Source: an optimization exercise on an open RTL-to-GDS flow (aim: small area, a short achievable clock period and few clock cycles per item). Production flows keep margins and buffers that such runs may drop. Function was checked by simulation only, so behaviour that the tests miss may differ from the original.

== 04-03 ==
==> flow/design.v <==
`timescale 1ns / 1ps
`default_nettype none
package p80enc_pkg;
  localparam int unsigned BLK_W  = 64;
  localparam int unsigned KEY_W  = 80;
  localparam int unsigned CNT_W  = 5;
  localparam int unsigned ADDR_W = 4;
  localparam int unsigned DATA_W = 64;
  localparam int unsigned KLO_W  = 16;
  localparam logic REG_KEY_HIGH = 1'b0;
  localparam logic REG_KEY_LOW  = 1'b1;
  typedef logic [3:0] nib_t;
  typedef struct packed {
    logic [BLK_W-1:0] state;
    logic [KEY_W-1:0] key;
  } blk_t;
  function automatic nib_t SBOX(input nib_t x);
    logic a0, a1, a2, a3, t1, t2, t3, t4, u1, u2, y0, y1, y2, y3;
    a0 = x[3]; a1 = x[2]; a2 = x[1]; a3 = x[0];
    t1 = a2 ^ a1;
    t2 = a1 & t1;
    t3 = a0 ^ t2;
    y3 = a3 ^ t3;
    t2 = t1 & t3;
    u1 = t1 ^ y3;
    t2 = t2 ^ a1;
    t4 = a3 | t2;
    y2 = u1 ^ t4;
    u2 = t2 ^ ~a3;
    y0 = y2 ^ u2;
    u2 = u2 | u1;
    y1 = t3 ^ u2;
    SBOX = {y0, y1, y2, y3};
  endfunction
  function automatic logic [BLK_W-1:0] sub_layer(input logic [BLK_W-1:0] s);
    logic [BLK_W-1:0] r;
    r = '0;
    for (int n = 0; n < 16; n++) begin
      r[4*n +: 4] = SBOX(s[4*n +: 4]);
    end
    sub_layer = r;
  endfunction
  function automatic logic [BLK_W-1:0] perm_layer(input logic [BLK_W-1:0] s);
    logic [BLK_W-1:0] r;
    r = '0;
    for (int i = 0; i < 63; i++) begin
      r[(16 * i) % 63] = s[i];
    end
    r[63] = s[63];
    perm_layer = r;
  endfunction
  function automatic logic [KEY_W-1:0] round_key_step(input logic [KEY_W-1:0] k,
                                                     input logic [CNT_W-1:0] cnt);
    logic [KEY_W-1:0] r;
    r = {k[18:0], k[79:19]};
    r[79:76] = SBOX(r[79:76]);
    r[19:15] = r[19:15] ^ cnt;
    round_key_step = r;
  endfunction
endpackage
`default_nettype wire
`timescale 1ns / 1ps
`default_nettype none
module p80enc_round (
  input  wire logic [p80enc_pkg::BLK_W-1:0] s_in,
  input  wire logic [p80enc_pkg::BLK_W-1:0] rk,
  output logic      [p80enc_pkg::BLK_W-1:0] s_out
);
  assign s_out = p80enc_pkg::perm_layer(p80enc_pkg::sub_layer(s_in)) ^ rk;
endmodule
`default_nettype wire
`timescale 1ns / 1ps
`default_nettype none
module present80_encrypt_core (
  input  wire logic                           clk,
  input  wire logic                           rst_n,
  input  wire logic                           in_valid,
  output logic                                in_ready,
  input  wire logic [p80enc_pkg::BLK_W-1:0]   in_plaintext,
  output logic                                out_valid,
  input  wire logic                           out_ready,
  output logic      [p80enc_pkg::BLK_W-1:0]   out_ciphertext,
  input  wire logic                           cfg_psel,
  input  wire logic                           cfg_penable,
  input  wire logic                           cfg_pwrite,
  input  wire logic [p80enc_pkg::ADDR_W-1:0]  cfg_paddr,
  input  wire logic [p80enc_pkg::DATA_W-1:0]  cfg_pwdata,
  output logic      [p80enc_pkg::DATA_W-1:0]  cfg_prdata,
  output logic                                cfg_pready
);
  localparam int unsigned NSTG = 30;    
  localparam int unsigned BW   = p80enc_pkg::BLK_W;
  localparam int unsigned KW   = p80enc_pkg::KEY_W;
  logic [BW-1:0]                key_high_r;
  logic [p80enc_pkg::KLO_W-1:0] key_low_r;
  logic                         cfg_wr;
  logic                         reg_sel;
  assign cfg_pready = 1'b1;
  assign reg_sel    = cfg_paddr[3];
  assign cfg_wr     = cfg_psel && cfg_penable && cfg_pwrite;
  logic [BW-1:0]                rd_high_n;
  logic [p80enc_pkg::KLO_W-1:0] rd_low_n;
  always_ff @(posedge clk) begin
    if (!rst_n) begin
      key_high_r <= '0;
      key_low_r  <= '0;
      rd_high_n  <= '1;
      rd_low_n   <= '1;
    end else if (cfg_wr) begin
      if (reg_sel == p80enc_pkg::REG_KEY_HIGH) begin
        key_high_r <= cfg_pwdata;
        rd_high_n  <= ~cfg_pwdata;
      end else begin
        key_low_r  <= cfg_pwdata[p80enc_pkg::KLO_W-1:0];
        rd_low_n   <= ~cfg_pwdata[p80enc_pkg::KLO_W-1:0];
      end
    end
  end
  assign cfg_prdata = (reg_sel == p80enc_pkg::REG_KEY_HIGH)
                      ? ~rd_high_n
                      : {{(p80enc_pkg::DATA_W-p80enc_pkg::KLO_W){1'b0}}, ~rd_low_n};
  logic [32:1][KW-1:0] ks;
  logic [31:1][3:0]    nib_c;    
  logic [31:1][3:0]    nib_r;
  logic [31:1][KW-1:0] rot;
  logic [KW-1:0]       ks2_c;
  assign ks[1] = {key_high_r, key_low_r};
  for (genvar r = 1; r <= 31; r++) begin : g_ks
    assign rot[r]   = {ks[r][18:0], ks[r][79:19]};
    assign nib_c[r] = p80enc_pkg::SBOX(rot[r][79:76]);
    always_ff @(posedge clk) nib_r[r] <= nib_c[r];
    assign ks[r+1] = {nib_r[r], rot[r][75:20], rot[r][19:15] ^ 5'(r), rot[r][14:0]};
  end
  assign ks2_c = {nib_c[1], rot[1][75:20], rot[1][19:15] ^ 5'(1), rot[1][14:0]};
  logic                   en, en_nxt;
  logic [NSTG:1]          vld, vld_nxt;
  logic [NSTG+1:2]        ld_q;     
  logic [NSTG:1][BW-1:0]  stg;      
  logic [NSTG:0][BW-1:0]  s_nxt;    
  p80enc_round u_r1 (.s_in(in_plaintext ^ ks[1][79:16]), .rk(ks2_c[79:16]), .s_out(s_nxt[0]));
  for (genvar i = 1; i <= NSTG; i++) begin : g_stg
    p80enc_round u_r (.s_in(stg[i]), .rk(ks[i+2][79:16]), .s_out(s_nxt[i]));
  end
  logic          head_vld, skid_vld, skid_nxt, rdy_q;
  logic [BW-1:0] head_q, skid_q;
  logic          arrive, head_free;
  assign en        = !skid_vld;
  assign in_ready  = rdy_q;
  assign arrive    = en && vld[NSTG];
  assign head_free = !head_vld || out_ready;
  assign skid_nxt  = skid_vld ? !head_free : (arrive && !head_free);
  assign vld_nxt = !rst_n ? '0 : en ? {vld[NSTG-1:1], in_valid} : vld;
  assign en_nxt  = !rst_n || !skid_nxt;
  always_ff @(posedge clk) begin
    vld <= vld_nxt;
    for (int i = 2; i <= NSTG + 1; i++) ld_q[i] <= en_nxt && vld_nxt[i-1];
  end
  always_ff @(posedge clk) begin
    if (en && in_valid) stg[1] <= s_nxt[0];
    for (int i = 2; i <= NSTG; i++) begin
      if (ld_q[i]) stg[i] <= s_nxt[i-1];
    end
  end
  always_ff @(posedge clk) begin
    if (!rst_n) begin
      head_vld <= 1'b0;
      skid_vld <= 1'b0;
      rdy_q    <= 1'b1;
    end else begin
      if (head_free) head_vld <= skid_vld || arrive;
      skid_vld <= skid_nxt;
      rdy_q    <= !skid_nxt;
    end
  end
  always_ff @(posedge clk) begin
    if (head_free)      head_q <= skid_vld ? skid_q : s_nxt[NSTG];
    if (ld_q[NSTG + 1]) skid_q <= s_nxt[NSTG];
  end
  assign out_valid      = head_vld;
  assign out_ciphertext = head_q;
endmodule
`default_nettype wire
export LEC_CHECK = 0
export CAP_MARGIN = 20
export CORE_MARGIN = 2
export CORE_UTILIZATION = 45
export CTS_CLUSTER_DIAMETER = 70
export CTS_CLUSTER_SIZE = 30
export PLACE_DENSITY = 0.6
export SETUP_SLACK_MARGIN = 1.7
export SLEW_MARGIN = 20
create_clock -name core_clock -period 4.0 [get_ports {clk}]
standard.sh (not shown) runs the stock make flow with config.mk's settings and CLKGATE_MAP_FILE= SYNTH_SCRIPT=/design/flow/synth_recipe.tcl, a recipe that flattens the netlist after the stock synthesis.
==> flow/flow/run.sh <==
#!/bin/bash
# Layout flow: the standard layout (standard.sh) with two changes.
# 1. Synthesis maps with an area-oriented ABC script (flow/abc_area4.script)
#    and skips Yosys's adder extraction; all other synthesis passes, the
#    register mapping, flattening and renaming are the standard script's.
# 2. Port buffering uses sky130_fd_sc_hd__buf_4 (every input and output port
#    still gets its own buffer), instead of the delay-cell buffer the standard
#    flow picks.
# Each tool's full output goes to a log file in the work folder.
set -euo pipefail
W=$(pwd)
F=$W/flow
S=$FLOW_HOME/scripts/synth.tcl
# Synthesis script: synth_recipe.tcl with ORFS's synth.tcl inlined and edited.
{
  head -n 1 "$W/synth_recipe.tcl"
  sed -e "s|log_cmd abc {\*}\$abc_args|log_cmd abc {*}[lreplace \$abc_args 1 1 $F/abc_area4.script]|" \
      -e 's|^  extract_fa {\*}|  # extract_fa {*}|' "$S"
  tail -n +3 "$W/synth_recipe.tcl"
} > "$W/own_synth.tcl"
grep -q "abc_area4.script" "$W/own_synth.tcl"
grep -q "# extract_fa" "$W/own_synth.tcl"
bash "$W/standard.sh" SYNTH_SCRIPT="$W/own_synth.tcl" synth > "$W/synth.log" 2>&1
bash "$W/standard.sh" "BUFFER_PORTS_ARGS=-buffer_cell sky130_fd_sc_hd__buf_4" ${STAGE:-finish} > "$W/layout.log" 2>&1
==> flow/flow/abc_area4.script <==
strash
ifraig
scorr
dc2
strash
&get -n
&dch -f
&nf -a
&put
mfs2 -a
strash
&get -n
&dch -f
&nf -a
&put
topo
stime -c
Testbench counts of 04-03, summed over its fixed seeds: cycles 2,312, items 2,048.
Relative to 04-03, the following input files were edited for 08-21:
--- a/flow/design.v
+++ b/flow/design.v
@@ -88,7 +88,7 @@
   output logic      [p80enc_pkg::DATA_W-1:0]  cfg_prdata,
   output logic                                cfg_pready
 );
-  localparam int unsigned NSTG = 30;    
+  localparam int unsigned NSTG = 31;    
   localparam int unsigned BW   = p80enc_pkg::BLK_W;
   localparam int unsigned KW   = p80enc_pkg::KEY_W;
   logic [BW-1:0]                key_high_r;
@@ -132,51 +132,32 @@
     assign ks[r+1] = {nib_r[r], rot[r][75:20], rot[r][19:15] ^ 5'(r), rot[r][14:0]};
   end
   assign ks2_c = {nib_c[1], rot[1][75:20], rot[1][19:15] ^ 5'(1), rot[1][14:0]};
-  logic                   en, en_nxt;
-  logic [NSTG:1]          vld, vld_nxt;
-  logic [NSTG+1:2]        ld_q;     
+  logic                   en;
+  logic [NSTG:1]          vld;
   logic [NSTG:1][BW-1:0]  stg;      
-  logic [NSTG:0][BW-1:0]  s_nxt;    
+  logic [NSTG-1:0][BW-1:0] s_nxt;   
+  logic last_free;
+  assign en       = !vld[NSTG] || out_ready;
+  assign in_ready = last_free || out_ready;
   p80enc_round u_r1 (.s_in(in_plaintext ^ ks[1][79:16]), .rk(ks2_c[79:16]), .s_out(s_nxt[0]));
-  for (genvar i = 1; i <= NSTG; i++) begin : g_stg
+  for (genvar i = 1; i < NSTG; i++) begin : g_stg
     p80enc_round u_r (.s_in(stg[i]), .rk(ks[i+2][79:16]), .s_out(s_nxt[i]));
   end
-  logic          head_vld, skid_vld, skid_nxt, rdy_q;
-  logic [BW-1:0] head_q, skid_q;
-  logic          arrive, head_free;
-  assign en        = !skid_vld;
-  assign in_ready  = rdy_q;
-  assign arrive    = en && vld[NSTG];
-  assign head_free = !head_vld || out_ready;
-  assign skid_nxt  = skid_vld ? !head_free : (arrive && !head_free);
-  assign vld_nxt = !rst_n ? '0 : en ? {vld[NSTG-1:1], in_valid} : vld;
-  assign en_nxt  = !rst_n || !skid_nxt;
   always_ff @(posedge clk) begin
-    vld <= vld_nxt;
-    for (int i = 2; i <= NSTG + 1; i++) ld_q[i] <= en_nxt && vld_nxt[i-1];
-  end
-  always_ff @(posedge clk) begin
-    if (en && in_valid) stg[1] <= s_nxt[0];
-    for (int i = 2; i <= NSTG; i++) begin
-      if (ld_q[i]) stg[i] <= s_nxt[i-1];
+    if (!rst_n) begin
+      vld       <= '0;
+      last_free <= 1'b1;
+    end else if (en) begin
+      vld       <= {vld[NSTG-1:1], in_valid};
+      last_free <= !vld[NSTG-1];
     end
   end
   always_ff @(posedge clk) begin
-    if (!rst_n) begin
-      head_vld <= 1'b0;
-      skid_vld <= 1'b0;
-      rdy_q    <= 1'b1;
-    end else begin
-      if (head_free) head_vld <= skid_vld || arrive;
-      skid_vld <= skid_nxt;
-      rdy_q    <= !skid_nxt;
+    if (en) begin
+      for (int i = 1; i <= NSTG; i++) stg[i] <= s_nxt[i-1];
     end
   end
-  always_ff @(posedge clk) begin
-    if (head_free)      head_q <= skid_vld ? skid_q : s_nxt[NSTG];
-    if (ld_q[NSTG + 1]) skid_q <= s_nxt[NSTG];
-  end
-  assign out_valid      = head_vld;
-  assign out_ciphertext = head_q;
+  assign out_valid      = vld[NSTG];
+  assign out_ciphertext = stg[NSTG];
 endmodule
 `default_nettype wire
Results
- 08-21 ends up with lower sequential cell count than 04-03 does.
- Global routing usage summed across all routing layers in 08-21 vs 04-03: down 0.38 points
- From 04-03 to 08-21 the numbers moved as follows: sequential portion of the cell area fell 0.41 points; clock-buffer cell count fell 4.
- First-pass GRT wire length (08-21 vs. 04-03) decreases by a few percent
- Against 04-03, 08-21 reports a effective utilization at floorplan that is lower.
- Routed wire length of 08-21 falls short of that of 04-03 by a few percent.
Testbench counts of 08-21, summed over its fixed seeds: cycles 2,312, items 2,048.

[re-timing with driven ports]
The results above use ideal ports. As a check the final layouts listed here were re-extracted and re-timed, cells and wires unchanged.
Step 1: set_driving_cell puts a clkbuf_16 on clk and a buf_2 on each other input, an assumption about the parent block.
Step 2 times the ports against the registers' clock, not the clock port: input delays grow and output delays shrink by t, the midpoint of the rising clock arrivals with the driver on.
Slacks: no drivers / after step 1 / after step 2; pairs: no drivers / after step 1.
| run | shift t [ns] | setup WS [ns] | hold slack, ns | latest minus earliest clock arrival (ns) |
|---|---|---|---|---|
| 04-03 | 0.998 | 1.659 / 1.550 / 1.238 | 0.189 / 0.109 / 0.451 | 0.083 / 0.083 |
| 08-21 | 1.010 | 1.572 / 1.426 / 1.309 | 0.127 / 0.043 / 0.444 | 0.081 / 0.081 |
After both steps every run listed still meets setup and hold. The setup slack of 04-03, which loses most, moves by -0.109 ns with the drivers and by -0.421 ns with both steps.
